This is an optimization exercise on Yosys and OpenROAD, whose aim is a short achievable clock period and few clock cycles, not a production implementation. The RTL was checked by simulation tests, not by an equivalence proof against the original design. No driver is modelled on the clock port, so clocking that relies on it looks cheaper here than on a real chip. No activity file was given, so power comes from the tool's default toggle rates.

==> design/flow/flow/run.sh <==
#!/bin/bash
# Standard synthesis, then the standard layout with two changes: the resizer
# may change a cell's footprint, and before detailed placement each flip-flop
# that drives an output port is moved next to that port's buffer.
# Each tool's output goes to its own log in this folder (and ORFS's logs).
set -euo pipefail
cd "$(dirname "$0")/.."
HERE=$(pwd)
bash standard.sh synth > synth.log 2>&1
export PRE_DETAIL_PLACE_TCL=$HERE/flow/pull_out_ff.tcl
bash standard.sh MATCH_CELL_FOOTPRINT=0 finish > layout.log 2>&1
==> design/flow/flow/pull_out_ff.tcl <==
# Move each flip-flop that drives an output port's buffer next to that
# buffer (which sits by the port), the detailed placement step then legalizes it. Shortens the flop-to-port
# wire; the flop's input side, which has slack, takes the longer wire.
set block [ord::get_db_block]
set moved 0
foreach bt [$block getBTerms] {
  if {[$bt getIoType] ne "OUTPUT"} { continue }
  set net [$bt getNet]
  if {$net eq "NULL"} { continue }
  set buf ""
  foreach it [$net getITerms] {
    if {[$it isOutputSignal]} { set buf [$it getInst] }
  }
  if {$buf eq ""} { continue }
  set ff ""
  foreach it [$buf getITerms] {
    if {[$it isInputSignal]} {
      set n2 [$it getNet]
      if {$n2 eq "NULL"} { continue }
      foreach it2 [$n2 getITerms] {
        if {[$it2 isOutputSignal]} { set ff [$it2 getInst] }
      }
    }
  }
  if {$ff eq ""} { continue }
  if {![string match "*df*" [[$ff getMaster] getName]]} { continue }
  set bb [$buf getBBox]
  $ff setLocation [$bb xMin] [$bb yMin]
  $ff setOrient [$buf getOrient]
  incr moved
}
puts "pull_out_ff: moved $moved flip-flops next to their output buffers"
==> design/flow/standard.sh <==
#!/bin/bash
# synth_recipe.tcl (not shown) runs the flow's synth.tcl, then flattens the netlist and writes it again
# the make line also repeats each setting of config.mk as NAME=value (left out here)
make -C /OpenROAD-flow-scripts/flow DESIGN_CONFIG=/design/flow/config.mk WORK_HOME=/design/flow/orfs CLKGATE_MAP_FILE= SYNTH_SCRIPT=/design/flow/synth_recipe.tcl "${@:-finish}"
==> design/flow/config.mk <==
export PLATFORM = sky130hd
export DESIGN_NAME = day3_pack_sequencer
export DESIGN_NICKNAME = day3_pack_sequencer
export VERILOG_FILES = /design/flow/design.v
export SDC_FILE = /design/flow/constraint.sdc
export NUM_CORES = 4
export LEC_CHECK = 0
export CAP_MARGIN = 20
export CORE_MARGIN = 2
export CORE_UTILIZATION = 70
export CTS_CLUSTER_DIAMETER = 60
export CTS_CLUSTER_SIZE = 30
export PLACE_DENSITY = 0.8
export SETUP_SLACK_MARGIN = 4.0
export SLEW_MARGIN = 20
==> design/flow/constraint.sdc <==
create_clock -name core_clock -period 6.0 [get_ports {clock}]
set_input_delay 1.2000 -clock core_clock [delete_from_list [all_inputs] [get_ports {clock}]]
set_output_delay 1.2000 -clock core_clock [all_outputs]
set_load 0.01 [all_outputs]
==> design/flow/design.v <==
module day3_pack_sequencer #(
    parameter int unsigned NUM_UNITS      = 4,
    parameter int unsigned MAX_PACK       = 128,
    parameter int unsigned RESULT_LATENCY = 8
) (
    input  logic                      clock,
    input  logic                      reset,
    input  logic                      in_valid,
    input  logic [7:0]                in_data,
    input  logic                      in_eof,
    output logic                      in_ready,
    output logic                      init,
    output logic                      stream_en,
    output logic [4*NUM_UNITS-1:0]    next_battery,
    output logic [8*NUM_UNITS-1:0]    battery_pack_size,
    output logic                      batch_done,
    output logic                      finished,
    output logic                      overflow
);
    localparam int unsigned LW = (NUM_UNITS > 1) ? $clog2(NUM_UNITS) : 1;
    localparam int unsigned LO = 16;                  
    localparam int unsigned HI = MAX_PACK / LO;       
    localparam int unsigned DW = $clog2(RESULT_LATENCY + 1);
    logic                  in_ready_q;    
    logic                  stall_q;       
    logic [7:0]            cnt_q;         
    logic [LW-1:0]         lane_q;
    logic                  eof_q;
    logic                  overflow_q;    
    logic                  ovf_set, ovf_set1_q, ovf_seen_q;
    logic                  tk, is_dig, is_lf, full, nz;
    logic                  wr, close_now, bc_now;
    logic [7:0]            cnt_after;
    logic [NUM_UNITS-1:0]  we1_q;
    logic [3:0]            val1_q;
    logic                  close1_q;
    logic [LW-1:0]         lane1_q;
    logic [7:0]            cnt1_q;        
    logic                  wr1_q;         
    logic                  bc1_q;
    logic                  pend_q, pend_d;
    logic                  idle_q, idle_d;
    logic                  start;
    assign tk        = in_valid & ~stall_q;
    assign is_dig    = (in_data[7:4] == 4'h3) && (in_data[3:0] <= 4'd9);
    assign is_lf     = (in_data == 8'h0A);
    assign full      = (cnt_q == 8'(MAX_PACK));
    assign nz        = (cnt_q != 8'd0);
    assign wr        = tk & is_dig & ~full;
    assign ovf_set   = tk & is_dig & full;
    assign cnt_after = wr ? cnt_q + 8'd1 : cnt_q;
    assign close_now = tk & ((is_lf & nz) | (in_eof & (nz | is_dig)));
    assign bc_now    = tk & ((close_now & (lane_q == LW'(NUM_UNITS - 1))) |
                             (in_eof & ((lane_q != '0) | close_now)));
    logic safe_next, eof_next;
    assign safe_next = bc_now ? (idle_d & ~pend_d) : (~pend_d | idle_d);
    assign eof_next  = eof_q | (tk & in_eof);
    always_ff @(posedge clock or posedge reset) begin
        if (reset) begin
            in_ready_q <= 1'b0;
            stall_q    <= 1'b1;
            cnt_q      <= '0;
            lane_q     <= '0;
            eof_q      <= 1'b0;
            overflow_q <= 1'b0;
            ovf_set1_q <= 1'b0;
            ovf_seen_q <= 1'b0;
            we1_q      <= '0;
            val1_q     <= '0;
            close1_q   <= 1'b0;
            lane1_q    <= '0;
            cnt1_q     <= '0;
            wr1_q      <= 1'b0;
            bc1_q      <= 1'b0;
        end else begin
            in_ready_q <= ~eof_next & safe_next;
            stall_q    <= eof_next | ~safe_next;
            cnt_q      <= close_now ? 8'd0 : cnt_after;
            if (bc_now)         lane_q <= '0;
            else if (close_now) lane_q <= lane_q + LW'(1);
            eof_q      <= eof_next;
            overflow_q <= ovf_set | ovf_set1_q | ovf_seen_q;
            ovf_set1_q <= ovf_set;
            ovf_seen_q <= ovf_seen_q | ovf_set1_q;
            for (int l = 0; l < NUM_UNITS; l++) we1_q[l] <= wr & (lane_q == LW'(l));
            val1_q     <= in_data[3:0];
            close1_q   <= close_now;
            lane1_q    <= lane_q;
            cnt1_q     <= cnt_q;
            wr1_q      <= wr;
            bc1_q      <= bc_now;
        end
    end
    logic [LO-1:0]                     wlo_q;       
    logic [HI-1:0]                     whi_q;       
    logic [NUM_UNITS-1:0][7:0]         fill_q;      
    logic [NUM_UNITS-1:0][7:0]         merged;
    logic [NUM_UNITS-1:0][7:0]         pend_size_q;
    logic [NUM_UNITS-1:0][MAX_PACK-1:0][3:0] mem_q;
    logic [7:0] size1;
    assign size1 = cnt1_q + 8'(wr1_q);
    always_comb begin
        for (int l = 0; l < NUM_UNITS; l++)
            merged[l] = (close1_q && lane1_q == LW'(l)) ? size1 : fill_q[l];
    end
    always_ff @(posedge clock or posedge reset) begin
        if (reset) begin
            wlo_q       <= LO'(1);
            whi_q       <= HI'(1);
            fill_q      <= '0;
            pend_size_q <= '0;
        end else begin
            if (close1_q) begin
                wlo_q <= LO'(1);
                whi_q <= HI'(1);
            end else if (|we1_q) begin
                wlo_q <= {wlo_q[LO-2:0], wlo_q[LO-1]};
                if (wlo_q[LO-1]) whi_q <= {whi_q[HI-2:0], 1'b0};
            end
            if (bc1_q)          fill_q <= '0;
            else                fill_q <= merged;
            if (bc1_q && !(start && !pend_q)) pend_size_q <= merged;
        end
    end
    always_ff @(posedge clock) begin
        for (int l = 0; l < NUM_UNITS; l++)
            for (int i = 0; i < MAX_PACK; i++)
                if (we1_q[l] && whi_q[i/LO] && wlo_q[i%LO]) mem_q[l][i] <= val1_q;
    end
    localparam logic [1:0] S_IDLE   = 2'd0;
    localparam logic [1:0] S_STREAM = 2'd1;
    localparam logic [1:0] S_DRAIN  = 2'd2;
    logic [1:0]                        st_q;
    logic [DW-1:0]                     dcnt_q;
    logic [NUM_UNITS-1:0][7:0]         rem_q;
    logic [NUM_UNITS-1:0][LO-1:0]      rlo_q;
    logic [NUM_UNITS-1:0][HI-1:0]      rhi_q, rhia_q;
    logic [NUM_UNITS-1:0]              act;
    logic                              any_act;
    logic [NUM_UNITS-1:0][HI-1:0][3:0] rda_q;
    logic                              va_q, vb_q;
    logic [NUM_UNITS-1:0]              ma_q, mb_q;
    logic [NUM_UNITS-1:0][3:0]         rdb_q;
    logic                              init_q, stream_en_q, batch_done_q, finished_q;
    logic [NUM_UNITS-1:0][3:0]         nb_q;
    logic [NUM_UNITS-1:0][7:0]         pack_size_q;
    logic                              last_done, fin_set;
    always_comb begin
        for (int l = 0; l < NUM_UNITS; l++) act[l] = (rem_q[l] != 8'd0);
    end
    assign any_act   = |act;
    assign start     = idle_q & (pend_q | bc1_q);
    assign last_done = (st_q == S_DRAIN) && (dcnt_q == DW'(RESULT_LATENCY));
    assign idle_d    = (idle_q & ~start) | last_done;
    assign pend_d    = pend_q ? (~start | bc1_q) : (bc1_q & ~start);
    assign fin_set   = eof_q & ~pend_q & ~bc1_q & (idle_q | last_done);
    always_ff @(posedge clock or posedge reset) begin
        if (reset) begin
            st_q         <= S_IDLE;
            idle_q       <= 1'b1;
            pend_q       <= 1'b0;
            dcnt_q       <= '0;
            rem_q        <= '0;
            rlo_q        <= {NUM_UNITS{LO'(1)}};
            rhi_q        <= {NUM_UNITS{HI'(1)}};
            rhia_q       <= '0;
            va_q         <= 1'b0;
            vb_q         <= 1'b0;
            ma_q         <= '0;
            mb_q         <= '0;
            init_q       <= 1'b0;
            stream_en_q  <= 1'b0;
            batch_done_q <= 1'b0;
            finished_q   <= 1'b0;
            nb_q         <= '0;
            pack_size_q  <= '0;
        end else begin
            idle_q       <= idle_d;
            pend_q       <= pend_d;
            init_q       <= start;
            pack_size_q  <= pend_q ? pend_size_q : merged;
            batch_done_q <= last_done;
            finished_q   <= fin_set;
            va_q         <= 1'b0;
            ma_q         <= '0;
            if (start) begin
                st_q        <= S_STREAM;
                rem_q       <= pend_q ? pend_size_q : merged;
                rlo_q       <= {NUM_UNITS{LO'(1)}};
                rhi_q       <= {NUM_UNITS{HI'(1)}};
            end else if (st_q == S_STREAM) begin
                for (int l = 0; l < NUM_UNITS; l++) begin
                    if (act[l]) begin
                        rlo_q[l] <= {rlo_q[l][LO-2:0], rlo_q[l][LO-1]};
                        if (rlo_q[l][LO-1]) rhi_q[l] <= {rhi_q[l][HI-2:0], 1'b0};
                    end
                end
                for (int l = 0; l < NUM_UNITS; l++) rem_q[l] <= rem_q[l] - 8'(act[l]);
                va_q   <= any_act;
                ma_q   <= act;
                if (!any_act) begin
                    st_q   <= S_DRAIN;
                    dcnt_q <= '0;
                end
            end else if (st_q == S_DRAIN) begin
                dcnt_q <= dcnt_q + DW'(1);
                if (last_done) st_q <= S_IDLE;
            end
            rhia_q      <= rhi_q;
            vb_q        <= va_q;
            mb_q        <= ma_q;
            stream_en_q <= vb_q;
            for (int l = 0; l < NUM_UNITS; l++)
                nb_q[l] <= (vb_q && mb_q[l]) ? rdb_q[l] : 4'd0;
        end
    end
    logic [NUM_UNITS-1:0][HI-1:0][3:0] rda_d;
    logic [NUM_UNITS-1:0][3:0]         rdb_d;
    always_comb begin
        for (int l = 0; l < NUM_UNITS; l++) begin
            rdb_d[l] = '0;
            for (int g = 0; g < HI; g++) begin
                rda_d[l][g] = '0;
                for (int j = 0; j < LO; j++)
                    rda_d[l][g] = rda_d[l][g] | (mem_q[l][g*LO+j] & {4{rlo_q[l][j]}});
                rdb_d[l] = rdb_d[l] | (rda_q[l][g] & {4{rhia_q[l][g]}});
            end
        end
    end
    always_ff @(posedge clock) begin
        rda_q <= rda_d;
        rdb_q <= rdb_d;
    end
    assign in_ready          = in_ready_q;
    assign init              = init_q;
    assign stream_en         = stream_en_q;
    assign next_battery      = nb_q;
    assign battery_pack_size = pack_size_q;
    assign batch_done        = batch_done_q;
    assign finished          = finished_q;
    assign overflow          = overflow_q;
endmodule
==> results of run 1 <==
-- through the flow --
stage / TNS [ns] / worst slack, ns / total power (W)
after floorplan: -1.39 / -0.346 / 0.0202
final: 0 / 3.45 / 0.0315
after detailed placement: 0 / 2.77 / 0.0207
after global placement: 0 / 2.75 / 0.0207
after CTS: 0 / 3.41 / 0.0313
after global routing: 0 / 3.40 / 0.0321
-- power groups by stage --
stage	combinational, W	clock [W]	sequential [W]
6_report	0.00110	0.0110	0.0194
5_1_grt	0.00115	0.0115	0.0194
4_1_cts	0.00101	0.0110	0.0194
3_5_place_dp	0.000970	0	0.0198
3_3_place_gp	0.000940	0	0.0198
2_1_floorplan	0.000424	0	0.0198
-- registers in the layout (all words and copies together), names as in the netlist, 16 cells and up --
signal and count:
fill_q 32, rdb_q 16, rda_q 128, nb_q 16, pend_size_q 32, rlo_q 64
pack_size_q 32, rem_q 32, mem_q 2048, rhia_q 32, wlo_q 16, rhi_q 32
-- synth_stat cells (14+ instances only) --
| cell type | n | share of area, % |
|---|---|---|
| a21oi_1 | 27 | 0.14 |
| nand2_1 | 144 | 0.58 |
| and3_1 | 537 | 3.6 |
| a22o_1 | 565 | 5.3 |
| nand3_1 | 27 | 0.14 |
| buf_1 | 16 | 0.064 |
| ha_1 | 20 | 0.27 |
| dfxtp_1 | 144 | 3.1 |
| nand2b_1 | 25 | 0.17 |
| a22oi_1 | 72 | 0.58 |
| clkbuf_1 | 427 | 1.7 |
| dfrtp_1 | 343 | 9.2 |
| edfxtp_1 | 2048 | 66 |
| xor2_1 | 15 | 0.14 |
| nand4_1 | 148 | 0.99 |
| inv_1 | 29 | 0.12 |
| o21ai_0 | 105 | 0.56 |
| nor2_1 | 82 | 0.33 |
| mux2i_1 | 47 | 0.50 |
| buf_6 | 14 | 0.17 |
| a221oi_1 | 512 | 4.8 |
-- cell families (layout without fill, tap and decap cells) --
group	after synthesis	after routing	synth area share [%]
flops	2547	2547	78.1
compound gates	1363	1363	12.1
simple gates	1044	1044	6.44
buf+inv	511	553	2.24
mux	52	52	0.562
xor+xnor	27	27	0.252
fa+ha+maj	21	21	0.278
other cells	0	32	0
-- repair_timing --
action	CTS	global route
setup endpoints to repair	2982	1012
buffers inserted	41	47
pin swaps	28	33
gates resized for setup	278	96
cloned	2	6
-- routing by layer --
layer  part of all wire, %  global-route usage [%]  vias up
met3                    14                    7.09      669
li1                      -                       -    22600
met1                    35                    51.1    28200
met5                 0.021                       0        -
met2                    47                    56.0     4783
met4                   3.9                    15.0        8
-- how the worst max path moves through the flow --
stage | start | to | slack, ns | cells after the start
5_1_grt | pack_size_q[11] | battery_pack_size[11] | 3.40 | 1
3_3_place_gp | in_valid | cnt_q[7] | 2.75 | 5
3_5_place_dp | in_valid | cnt_q[5] | 2.77 | 5
2_1_floorplan | reset | val1_q[0] | -0.35 | 1
6_report | pack_size_q[17] | battery_pack_size[17] | 3.45 | 1
4_1_cts | pack_size_q[17] | battery_pack_size[17] | 3.41 | 1
-- cell type report --
class	count	area, um2
Clock buffer	157	3740
Tap cell	1768	2210
Fill cell	6943	30800
Inverter	30	116
Sequential cell	2547	73400
Timing Repair Buffer	271	2710
Clock inverter	94	1080
Timing Repair inverter	1	5.00
Antenna cell	32	80.1
Multi-Input combinational cell	2507	19100
==> flow_metrics.env, run 1 <==
export IMPL_place_area_mm2=0.0957
export IMPL_min_path_type="reg -> reg"
export IMPL_finalInstanceArea_mm2=0.102
export IMPL_crit_type="reg -> out"
export IMPL_floorplan_initialDensity_pct=70.4
export IMPL_fmax_ghz=0.392
export IMPL_synth_distinct_cells=70
export IMPL_hold_slack_ns=0.366
export IMPL_finalHoldViolCount=0
export IMPL_power_density_mw_per_mm2=307
export IMPL_power_internal_w=0.0244
export IMPL_cts_hold_buf=0
export IMPL_clock_skew_ns=0.0345
export IMPL_cp_required_ns=4.80
export IMPL_arrival_ns=1.35
export IMPL_status="finished clean"
export IMPL_numCtsBuffers=139
export IMPL_grt_max_degree=211
export IMPL_power_leakage_nw=36.5
export IMPL_cts_tree="yes"
export IMPL_relSlewSlack_pct=27.1
export IMPL_hold_depth=0
export IMPL_worst_setup_path_end_kind="output pin"
export IMPL_period_minus_slack_ns=2.55
export IMPL_vias=56300
export IMPL_cp_num_buf_inv=1
export IMPL_async_reset_ff_share_pct=13.9
export IMPL_clk_pin_slew_ns=0.10
export IMPL_grtUsageTotal_pct=36.1
export IMPL_crit_chain="clkbuf_2"
export IMPL_setup_viol=0
export IMPL_yosys_warnings=1
export IMPL_path_max_fanout=1
export IMPL_syn_inst=5565
export IMPL_rsz0062_at_grt="true"
export IMPL_rrSetupSlack_ns=3.62
export IMPL_cts_path_max_buffers=3
export IMPL_maxCapViolations=0
export IMPL_cts_sinks=2547
export IMPL_syn_area_mm2=0.0938
export IMPL_first_pass_iters=8
export IMPL_ff2ff_path_depth=8
export IMPL_seq_area_frac_synth_pct=78.1
export IMPL_detailedPlacementHpwl_um=136000
export IMPL_dp_cells=7028
export IMPL_worst_pin_slew_ns=1.09
export IMPL_final_cell_mix="2,048 x edfxtp_1, 565 x a22o_1, 536 x and3_1"
export IMPL_stdcell_count=7407
export IMPL_core_area_mm2=0.133
export IMPL_drt_iter0_markers=9547
export IMPL_wirelength_um=251000
export IMPL_swShare_pct=22.6
export IMPL_areaGrowthSynthToFinish_pct=9.25
export IMPL_final_layout_size_suffix_gt1_share_pct=12.8
export IMPL_worst_setup_path_start_kind="flop"
export IMPL_mostFrequentLayoutCell="edfxtp_1"
export IMPL_ys_ff_latch=2547
export IMPL_slowest_delay_ns=0.39
export IMPL_finalCritPeriodShare_pct=42.5
export IMPL_drcViolationCount=0
export IMPL_drt_antenna_violating_nets=0
export IMPL_die_area_mm2=0.137
export IMPL_timing_rr_start="rem_q[15]"
export IMPL_switchingPower_w=0.00711
export IMPL_clkLatencyLatePin_ns=0.83
export IMPL_first_global_vias=54300
export IMPL_post_route_util_pct=76.9
export IMPL_antenna_found_initial=21
export IMPL_synth_edf_count=2048
export IMPL_synthFlopType="edfxtp_1"
export IMPL_min_to="vb_q"
export IMPL_ios=66
export IMPL_htreeDepth=4
export IMPL_vdd_drop_max_mv=0.424
export IMPL_grt_pass1_wl_um=359000
export IMPL_viasPerCell=7.60
export IMPL_clock_root_buffer="clkbuf_16"
export IMPL_drv_slew=0
export IMPL_cpMaxStageDelayCell="dfrtp_1"
export IMPL_cp_top_family="flip-flops"
export IMPL_avgSynthCellArea_um2=16.9
export IMPL_nNetsFinal=5529
export IMPL_grt_ovfl_total=0
export IMPL_dieHeight_um=370
export IMPL_min_from="va_q"
export IMPL_clkPwrFrac_pct=34.9
export IMPL_power_frac_comb_pct=3.5
export IMPL_pwr_share_seq_pct=61.6
export IMPL_avgRoutedWirePerCell_um=33.9
export IMPL_place_gp_congestion=0.876
export IMPL_portBuffers=65
export IMPL_fp_row_count=134
export IMPL_synth_fp_nets=5597
export IMPL_r2r_end="rem_q[15]"
export IMPL_dieWidth_um=370
Testbench counts, summed over its fixed seeds: cycles 33,399.
==> inputs of run 2 (changes only) <==
==> design/flow/flow/run.sh (replaced) <==
#!/bin/bash
# Standard synthesis, then the standard layout with three changes:
#  - the resizer may change a cell's footprint;
#  - before detailed placement each flip-flop that drives an output port is
#    moved next to that port's buffer (pull_out_ff.tcl);
#  - after clock tree synthesis the root clock buffer is split into four,
#    one per quadrant, all fed by the clock port (split_root.tcl).
# Each tool's output goes to its own log in this folder (and ORFS's logs).
set -euo pipefail
cd "$(dirname "$0")/.."
HERE=$(pwd)
bash standard.sh synth > synth.log 2>&1
export PRE_DETAIL_PLACE_TCL=$HERE/flow/pull_out_ff.tcl
export POST_CTS_TCL=$HERE/flow/split_root.tcl
bash standard.sh MATCH_CELL_FOOTPRINT=0 finish > layout.log 2>&1
==> design/flow/flow/split_root.tcl (new file) <==
# Split the clock tree's root buffer into four: the clock port feeds four
# root buffers (the limit for the port) at the root's place, and each drives
# the branch buffers of one quadrant around it. Every register keeps the same
# number of buffers on its clock path; each root buffer drives a quarter of
# the old root net, so the whole tree is faster and stays balanced.
set block [ord::get_db_block]
set db [ord::get_db]
set root ""
foreach inst [$block getInsts] {
  set a [$inst findITerm A]
  if {$a eq "NULL"} { continue }
  set n [$a getNet]
  if {$n eq "NULL"} { continue }
  if {[$n getName] eq "clock" && [string match "*clkbuf*" [[$inst getMaster] getName]]} { set root $inst }
}
if {$root eq ""} { error "split_root: no root clock buffer" }
set clk [[$root findITerm A] getNet]
set n0 [[$root findITerm X] getNet]
set rb [$root getBBox]
set cx [expr {([$rb xMin] + [$rb xMax]) / 2}]
set cy [expr {([$rb yMin] + [$rb yMax]) / 2}]
set groups [dict create 0 {} 1 {} 2 {} 3 {}]
foreach it [$n0 getITerms] {
  if {[$it getIoType] ne "INPUT"} { continue }
  set b [[$it getInst] getBBox]
  set x [expr {([$b xMin] + [$b xMax]) / 2}]
  set y [expr {([$b yMin] + [$b yMax]) / 2}]
  set q [expr {($x >= $cx ? 1 : 0) + ($y >= $cy ? 2 : 0)}]
  dict lappend groups $q $it
}
set master [$root getMaster]
set made 0
foreach q {1 2 3} {
  set sinks [dict get $groups $q]
  if {[llength $sinks] == 0} { continue }
  set inst [odb::dbInst_create $block $master "[$root getName]_q$q"]
  set net [odb::dbNet_create $block "[$n0 getName]_q$q"]
  $net setSigType CLOCK
  [$inst findITerm A] connect $clk
  [$inst findITerm X] connect $net
  foreach it $sinks {
    $it disconnect
    $it connect $net
  }
  $inst setLocation [$rb xMin] [$rb yMin]
  $inst setOrient [$root getOrient]
  $inst setPlacementStatus PLACED
  incr made
}
global_connect
puts "split_root: root [$root getName] split into [expr {$made + 1}] buffers; quadrant sinks:\
 [llength [dict get $groups 0]] [llength [dict get $groups 1]] [llength [dict get $groups 2]] [llength [dict get $groups 3]]"
# Legalize the new root buffers (they start on the old root's site).
detailed_placement
check_placement -verbose
estimate_parasitics -placement
==> flow_metrics.env, run 2 <==
export IMPL_top_register="mem_q"
export IMPL_maxCapViolations=0
export IMPL_rsz0062_at_grt="true"
export IMPL_synthFlopType="edfxtp_1"
export IMPL_relSlewSlack_pct=29.6
export IMPL_power_density_mw_per_mm2=308
export IMPL_drcViolationCount=0
export IMPL_dp_cells=7028
export IMPL_floorplan_initialDensity_pct=70.4
export IMPL_grt_ovfl_total=0
export IMPL_core_area_mm2=0.133
export IMPL_place_gp_congestion=0.876
export IMPL_worst_setup_path_start_kind="flop"
export IMPL_antenna_found_initial=22
export IMPL_ys_ff_latch=2547
export IMPL_fin_ws_ns=3.67
export IMPL_min_to="vb_q"
export IMPL_die_area_mm2=0.137
export IMPL_largest_reg_flops=2048
export IMPL_dieHeight_um=370
export IMPL_detailedPlacementHpwl_um=136000
export IMPL_synth_fp_nets=5597
export IMPL_seq_area_frac_synth_pct=78.1
export IMPL_period_minus_slack_ns=2.33
export IMPL_worst_setup_path_end_kind="flop"
export IMPL_cp_required_ns=6.48
export IMPL_grt_pass1_wl_um=360000
export IMPL_worst_pin_slew_ns=1.06
export IMPL_timing_rr_start="rem_q[15]"
export IMPL_arrival_ns=2.81
export IMPL_clkLatencyLatePin_ns=0.60
export IMPL_grtUsageTotal_pct=35.9
export IMPL_avgSynthCellArea_um2=16.9
export IMPL_status="finished clean"
export IMPL_drt_iter0_markers=9390
export IMPL_avgRoutedWirePerCell_um=34.0
export IMPL_viasPerCell=7.63
export IMPL_fmax_ghz=0.429
export IMPL_ff2ff_path_depth=8
export IMPL_first_global_vias=54500
export IMPL_final_cell_mix="2,048 x edfxtp_1, 565 x a22o_1, 536 x and3_1"
export IMPL_stdcell_count=7408
export IMPL_setup_viol=0
export IMPL_largestRegisters="mem_q x2048, rda_q x128, rlo_q x64"
export IMPL_drv_slew=0
export IMPL_nFillCells=6929
export IMPL_first_pass_iters=6
export IMPL_crit_type="reg -> reg"
export IMPL_power_leakage_nw=36.6
export IMPL_vdd_drop_max_mv=0.257
export IMPL_synth_top_area_cell="edfxtp_1"
export IMPL_mostFrequentLayoutCell="edfxtp_1"
export IMPL_async_reset_ff_share_pct=13.9
export IMPL_place_ws_ns=2.77
export IMPL_synth_top_cells_by_count="2,048 x edfxtp_1, 565 x a22o_1, 537 x and3_1, 512 x a221oi_1, 427 x clkbuf_1"
export IMPL_clock_skew_ns=0.0400
export IMPL_finalHoldViolCount=0
export IMPL_fp_row_count=134
export IMPL_synth_top_area_share_pct=65.6
export IMPL_drt_antenna_violating_nets=0
export IMPL_hold_slack_ns=0.345
export IMPL_path_max_fanout=3
export IMPL_vias=56500
export IMPL_dieWidth_um=370
export IMPL_syn_area_mm2=0.0938
export IMPL_synth_distinct_cells=70
export IMPL_areaGrowthSynthToFinish_pct=9.34
export IMPL_synth_edf_count=2048
export IMPL_rrSetupSlack_ns=3.67
export IMPL_clk_pin_slew_ns=0.10
export IMPL_final_layout_size_suffix_gt1_share_pct=12.9
export IMPL_r2r_end="rem_q[15]"
export IMPL_min_from="va_q"
export IMPL_cts_tree="yes"
export IMPL_ios=66
export IMPL_nNetsFinal=5534
export IMPL_cts_sinks=2547
export IMPL_synth_area_leaders="edfxtp_1 66%, dfrtp_1 9.2%, a22o_1 5.3%"
export IMPL_grt_max_degree=211
export IMPL_wirelength_um=252000
export IMPL_syn_inst=5565
export IMPL_yosys_warnings=1
export IMPL_min_path_type="reg -> reg"
export IMPL_yosysMostFrequentCell="edfxtp_1"
export IMPL_portBuffers=65
export IMPL_finalCritPeriodShare_pct=38.9
export IMPL_hold_depth=0
## run 2: cell count changes in the layout (fill, tap and decap cells not counted), sizes merged
cell,delta
buf,+4
clkbuf,+4
diode,-4
clkdlybuf4s50,-2
dlymetal6s2s,-1
## run 2: through the flow
| step | util, % | power (W) | instance area (um2) | TNS, ns |
|---|---|---|---|---|
| finish | 76.9 | 0.0316 | 103000 | 0 |
| global route | 76.9 | 0.0322 | 102000 | 0 |
| detailed placement | 71.8 | 0.0207 | 95700 | 0 |
| global placement | 71.8 | 0.0207 | 95700 | 0 |
| floorplan | - | 0.0202 | 93800 | -1.39 |
## run 2: area by class of cell, without the clock buffers
class / count / area, um2 / share of cell area, %
Buffer: 3 / 75.1 / 0.0732
Antenna cell: 28 / 70.1 / 0.0683
Inverter: 30 / 116 / 0.113
Sequential cell: 2547 / 73400 / 71.6
Timing Repair Buffer: 273 / 2720 / 2.65
Tap cell: 1768 / 2210 / 2.16
Multi-Input combinational cell: 2507 / 19100 / 18.6
Clock inverter: 94 / 1080 / 1.06
Timing Repair inverter: 1 / 5.00 / 0.00488
## run 2: how the worst max path moves through the flow
stage / from / end / cells after the start
floorplan: reset / val1_q[0] / 1
global placement: in_valid / cnt_q[7] / 5
detailed placement: in_valid / cnt_q[5] / 5
global route: rem_q[10] / rem_q[15] / 8
finish: rem_q[15] / rem_q[15] / 8
## run 2: routing by layer
metal / track usage, % / vias up / routed length (um)
li1: - / 22600 / -
met1: 51.0 / 28300 / 87800
met2: 55.8 / 4896 / 120000
met3: 6.86 / 701 / 34300
met4: 14.7 / 10 / 10000
met5: 0 / - / 74
## run 2: cell families (layout without fill, tap and decap cells)
logic type / after synthesis / in the layout / synth area share [%]
fa+ha+maj: 21 / 21 / 0.278
mux: 52 / 52 / 0.562
flops: 2547 / 2547 / 78.1
compound gates: 1363 / 1363 / 12.1
other cells: 0 / 28 / 0
simple gates: 1044 / 1044 / 6.44
buf+inv: 511 / 558 / 2.24
xor+xnor: 27 / 27 / 0.252
## run 2: critical path, stage by stage, from the launching register on
cell and delay, ns:
dfrtp_1 0.42, or4_4 0.56, or2_4 0.30, ha_4 0.18, buf_6 0.11, nor4bb_4 0.16
and2b_1 0.19, xnor2_2 0.14, a22oi_1 0.19
## run 2: report_power, final
part	switching, W	internal [W]	total (W)
Clock	0.00606	0.00505	0.0111
Sequential	0.000220	0.0192	0.0194
Combinational	0.000860	0.000237	0.00110
Total	0.00714	0.0245	0.0316
==> inputs of run 3 (changes only) <==
--- a/design/flow/design.v
+++ b/design/flow/design.v
@@ -137,3 +137,5 @@
     logic [NUM_UNITS-1:0][HI-1:0]      rhi_q, rhia_q;
-    logic [NUM_UNITS-1:0]              act;
+    logic [NUM_UNITS-1:0]              act;         
+    logic [NUM_UNITS-1:0]              act_q;
+    logic [NUM_UNITS-1:0][7:0]         start_size;
     logic                              any_act;
@@ -148,5 +150,6 @@
     always_comb begin
-        for (int l = 0; l < NUM_UNITS; l++) act[l] = (rem_q[l] != 8'd0);
+        for (int l = 0; l < NUM_UNITS; l++) act[l] = act_q[l];
     end
     assign any_act   = |act;
+    assign start_size = pend_q ? pend_size_q : merged;
     assign start     = idle_q & (pend_q | bc1_q);
@@ -163,2 +166,3 @@
             rem_q        <= '0;
+            act_q        <= '0;
             rlo_q        <= {NUM_UNITS{LO'(1)}};
@@ -180,3 +184,3 @@
             init_q       <= start;
-            pack_size_q  <= pend_q ? pend_size_q : merged;
+            pack_size_q  <= start_size;
             batch_done_q <= last_done;
@@ -187,3 +191,4 @@
                 st_q        <= S_STREAM;
-                rem_q       <= pend_q ? pend_size_q : merged;
+                rem_q       <= start_size;
+                for (int l = 0; l < NUM_UNITS; l++) act_q[l] <= (start_size[l] != 8'd0);
                 rlo_q       <= {NUM_UNITS{LO'(1)}};
@@ -197,3 +202,6 @@
                 end
-                for (int l = 0; l < NUM_UNITS; l++) rem_q[l] <= rem_q[l] - 8'(act[l]);
+                for (int l = 0; l < NUM_UNITS; l++) begin
+                    rem_q[l] <= rem_q[l] - 8'(act[l]);
+                    act_q[l] <= act[l] & (rem_q[l] != 8'd1);
+                end
                 va_q   <= any_act;
==> flow_metrics.env, run 3 <==
export IMPL_cp_top_family="flip-flops"
export IMPL_finalPower_w=0.0327
export IMPL_ff2ff_path_depth=6
export IMPL_mostFrequentLayoutCell="edfxtp_1"
export IMPL_vias=57200
export IMPL_synth_top_area_share_pct=65.4
export IMPL_synthFlopType="edfxtp_1"
export IMPL_yosys_warnings=1
export IMPL_hold_slack_ns=0.339
export IMPL_maxCapViolations=0
export IMPL_relSlewSlack_pct=23.0
export IMPL_worst_setup_path_end_kind="output pin"
export IMPL_synth_edf_count=2048
export IMPL_fmax_ghz=0.434
export IMPL_viasPerCell=7.56
export IMPL_fp_row_count=134
export IMPL_ys_ff_latch=2551
export IMPL_dieWidth_um=370
export IMPL_cts_sinks=2551
export IMPL_top_register="mem_q"
export IMPL_hold_depth=0
export IMPL_crit_type="reg -> out"
export IMPL_areaGrowthSynthToFinish_pct=9.40
export IMPL_drt_antenna_violating_nets=0
export IMPL_detailedPlacementHpwl_um=137000
export IMPL_tns_ns=0
export IMPL_cts_tree="yes"
export IMPL_synth_area_leaders="edfxtp_1 65%, dfrtp_1 9.2%, a22o_1 4.8%"
export IMPL_largest_reg_flops=2048
export IMPL_clock_skew_ns=0.0421
export IMPL_top_usage_layer="met2"
export IMPL_multi_input_area_mm2=0.0192
export IMPL_yosysMostFrequentCell="edfxtp_1"
export IMPL_largestRegisters="mem_q x2048, rda_q x128, rlo_q x64"
export IMPL_finalCritPeriodShare_pct=38.4
export IMPL_antenna_found_initial=18
export IMPL_avgRoutedWirePerCell_um=33.2
export IMPL_power_density_mw_per_mm2=318
export IMPL_syn_area_mm2=0.0940
export IMPL_gr_usage_met3_pct=8.05
export IMPL_nNetsFinal=5691
export IMPL_syn_inst=5748
export IMPL_nFillCells=6966
export IMPL_rsz0062_at_grt="true"
export IMPL_power_leakage_nw=36.6
export IMPL_grt_ovfl_total=0
export IMPL_dieHeight_um=370
export IMPL_place_gp_congestion=0.887
export IMPL_worst_setup_path_start_kind="flop"
export IMPL_synth_fp_nets=5780
export IMPL_setup_viol=0
export IMPL_synth_top_area_cell="edfxtp_1"
export IMPL_cpMaxStageDelayCell="dfrtp_1"
export IMPL_first_pass_iters=8
export IMPL_synth_distinct_cells=62
export IMPL_grt_pass1_wl_um=364000
export IMPL_path_max_fanout=1
export IMPL_ios=66
export IMPL_arrival_ns=1.10
export IMPL_ff_latch_area_mm2=0.0735
export IMPL_floorplan_initialDensity_pct=70.5
export IMPL_cp_num_buf_inv=1
export IMPL_drv_slew=0
export IMPL_drt_iter0_markers=9161
export IMPL_dp_cells=7204
export IMPL_final_layout_size_suffix_gt1_share_pct=11.7
export IMPL_grt_met1_usage_pct=50.3
export IMPL_grtUsageTotal_pct=36.2
export IMPL_vdd_drop_max_mv=0.341
export IMPL_avgSynthCellArea_um2=16.3
export IMPL_finalHoldViolCount=0
export IMPL_clkLatencyLatePin_ns=0.61
export IMPL_clk_pin_slew_ns=0.10
export IMPL_slowest_delay_ns=0.38
export IMPL_portBuffers=65
export IMPL_stdcell_count=7566
export IMPL_drcViolationCount=0
export IMPL_seq_area_frac_synth_pct=78.1
export IMPL_crit_chain="clkbuf_2"
export IMPL_final_cell_mix="2,048 x edfxtp_1, 541 x and3_1, 513 x a22o_1"
export IMPL_period_minus_slack_ns=2.30
export IMPL_status="finished clean"
export IMPL_min_path_type="reg -> reg"
export IMPL_cp_num_cells=1
export IMPL_die_area_mm2=0.137
export IMPL_synth_top_cells_by_count="2,048 x edfxtp_1, 543 x and3_1, 513 x a22o_1, 512 x a221oi_1, 483 x clkbuf_1"
export IMPL_cp_required_ns=4.80
export IMPL_async_reset_ff_share_pct=14.1
export IMPL_wirelength_um=251000
export IMPL_first_global_vias=55100
export IMPL_core_area_mm2=0.133
export IMPL_worst_pin_slew_ns=1.16
export IMPL_grt_max_degree=214
export IMPL_grtUsageMet2_pct=56.3
## run 3: cell types whose count changed after synthesis, moves of 9 or more
cell	before	now
nand2_1	144	308
a21oi_1	27	120
clkbuf_1	427	483
a22o_1	565	513
mux2i_1	47	24
o21ai_0	105	85
buf_6	14	1
and2_1	3	14
nand3_1	27	17
o211ai_1	0	10
a31o_2	9	0
a31oi_1	1	10
buf_1	16	7
## run 3: area by class of cell, without the clock buffers
class                      count  share of cell area, %
antenna                       29                 0.0706
clock inverter                92                   1.15
timing repair inverter         2                 0.0183
timing repair buffer         259                   2.50
tap                         1768                   2.15
multi-input combinational   2671                   18.7
buffer                         3                 0.0730
inverter                      31                  0.146
sequential                  2551                   71.5
## run 3: worst reg2reg max path, delay by kind of cell, from the launching register on
kind | cells | cell delay (ns)
compound gates | 2 | 0.37
buf+inv | 1 | 0.13
flops | 1 | 0.40
mux | 1 | 0.15
simple gates | 2 | 0.97
## run 3: logic make-up after synthesis
group / after synthesis / synth area share [%]
adders and majority gates: 20 / 0.266
buffers and inverters: 527 / 2.12
muxes: 32 / 0.352
xor gates and xnor gates: 34 / 0.317
and+or+nand+nor: 1209 / 7.03
AOI/OAI and AO/OA: 1375 / 11.8
DFF: 2551 / 78.1
## run 3: per-stage QoR
step                      setup slack, ns  util, %  instance area, um2
after floorplan                    -0.407        -               94000
after global placement               2.44     72.1               96100
after detailed placement             2.27     72.1               96100
after global routing                 3.66     77.1              103000
final                                3.70     77.1              103000
## run 3: path summary, 6_finish.rpt
kind	start	to	slack [ns]
max reg2reg	close1_q	rem_q[5]	3.94
min	va_q	vb_q	0.34
min in group asynchronous	reset	fill_q[7]	1.10
max in group asynchronous	reset	wlo_q[9]	4.11
min reg2reg	va_q	vb_q	0.34
max	pack_size_q[6]	battery_pack_size[6]	3.70
## run 3: where the power goes
group          total (W)  internal, W  switching (W)
Combinational    0.00171     0.000429        0.00128
Clock             0.0113      0.00525        0.00609
Sequential        0.0196       0.0192       0.000390
Total             0.0327       0.0249        0.00777
## run 3: per-layer routing
metal	up-vias	share of wire (%)	routed length, um
met5	-	0.031	78
met4	6	4.1	10400
met3	689	13	33500
met2	4695	47	119000
met1	28900	35	87900
li1	23000	-	-
Testbench counts of run 3, summed over its fixed seeds: cycles 33,399.
==> inputs of run 4 (changes only) <==
--- a/design/flow/config.mk
+++ b/design/flow/config.mk
@@ -13,3 +13,3 @@
 export PLACE_DENSITY = 0.8
-export SETUP_SLACK_MARGIN = 4.0
+export SETUP_SLACK_MARGIN = 4.5
 export SLEW_MARGIN = 20
==> flow_metrics.env, run 4 <==
export IMPL_portBuffers=65
export IMPL_grt_max_degree=141
export IMPL_error="[ERROR GRT-0232] Routing congestion too high. Check the congestion heatmap in the GUI."
export IMPL_place_area_mm2=0.0961
export IMPL_fp_row_count=134
export IMPL_dieWidth_um=370
export IMPL_synthFlopType="edfxtp_1"
export IMPL_synth_top_cells_by_count="2,048 x edfxtp_1, 543 x and3_1, 513 x a22o_1, 512 x a221oi_1, 483 x clkbuf_1"
export IMPL_synth_area_leaders="edfxtp_1 65%, dfrtp_1 9.2%, a22o_1 4.8%"
export IMPL_floorplan_initialDensity_pct=70.5
export IMPL_ys_ff_latch=2551
export IMPL_stop_stage="global routing (5_1_grt)"
export IMPL_status="aborted with a tool error"
export IMPL_ios=66
export IMPL_synth_fp_nets=5780
export IMPL_detailedPlacementHpwl_um=137000
export IMPL_grtUsageTotal_pct=78.7
export IMPL_grt_worst_setup_endpoint="battery_pack_size[25]"
export IMPL_seq_area_frac_synth_pct=78.1
export IMPL_worstEndpointType="primary output"
export IMPL_grt_ovfl_total=149
export IMPL_syn_inst=5748
export IMPL_dp_cells=7204
export IMPL_synth_top_area_share_pct=65.4
export IMPL_avgSynthCellArea_um2=16.3
export IMPL_yosys_warnings=1
export IMPL_place_gp_congestion=0.887
export IMPL_cts_sinks=2551
export IMPL_synth_edf_count=2048
export IMPL_antenna_found_initial=68
export IMPL_yosysMostFrequentCell="edfxtp_1"
export IMPL_syn_area_mm2=0.0940
export IMPL_dieHeight_um=370
export IMPL_async_reset_ff_share_pct=14.1
export IMPL_synth_distinct_cells=62
export IMPL_synth_top_area_cell="edfxtp_1"
==> run 4: kinds of logic after synthesis <==
group | count (synthesis) | share of synthesized area, %
XOR/XNOR | 34 | 0.317
AO/OA/AOI/OAI | 1375 | 11.8
adder cells (fa/ha/maj) | 20 | 0.266
flip-flops | 2551 | 78.1
multiplexers | 32 | 0.352
buffers and inverters | 527 | 2.12
AND/OR/NAND/NOR | 1209 | 7.03
==> run 4: power by group through the flow <==
stage / logic [W] / clock network (W) / registers (W)
global placement: 0.00135 / 0 / 0.0200
floorplan: 0.000665 / 0 / 0.0199
detailed placement: 0.00138 / 0 / 0.0200
==> run 4: worst max-delay path by stage <==
stage,start,end,depth (start not counted)
after floorplan,reset,val1_q[0],1
after global placement,in_data[5],lane_q[1],7
after detailed placement,in_data[5],lane_q[1],7
==> run 4: through the flow <==
stage | setup TNS (ns) | setup slack [ns]
2_1_floorplan | -2.38 | -0.407
3_3_place_gp | 0 | 2.44
3_5_place_dp | 0 | 2.27
==> run 4: metal layers <==
layer | GRT overflow | GRT usage (%)
met5 | 1 | 45.9
met4 | 71 | 75.7
met2 | 63 | 91.0
met1 | 1 | 78.3
met3 | 13 | 69.1

port drivers added, routing unchanged:
How much do the figures lean on ideal ports? The routed layouts below were timed once more, with nothing changed but the port constraints. Step 1 (the two cells are an assumption about what drives the block):
set clk [get_ports {clock}]
set_driving_cell -lib_cell sky130_fd_sc_hd__clkbuf_16 $clk
set_driving_cell -lib_cell sky130_fd_sc_hd__buf_2 [delete_from_list [all_inputs] $clk]
Step 2 times the ports against the registers' clock, not the clock port: input delays grow and output delays shrink by t, the midpoint of the rising clock arrivals with the driver on. a / b / c = no drivers / after step 1 / after step 2; a / b = the first two.
| run | t (ns) | setup slack, ns | worst register clock-pin slew, ns |
|---|---|---|---|
| run 1 | 0.899 | 3.451 / 3.367 / 3.191 | 0.11 / 0.11 |
| run 2 | 0.704 | 3.668 / 3.570 / 3.377 | 0.11 / 0.11 |
| run 3 | 0.710 | 3.695 / 3.574 / 3.146 | 0.11 / 0.11 |
After both steps every run listed still meets setup and hold. For run 3, which loses most, drivers alone change the setup slack by -0.121 ns; drivers and shift together by -0.549 ns.
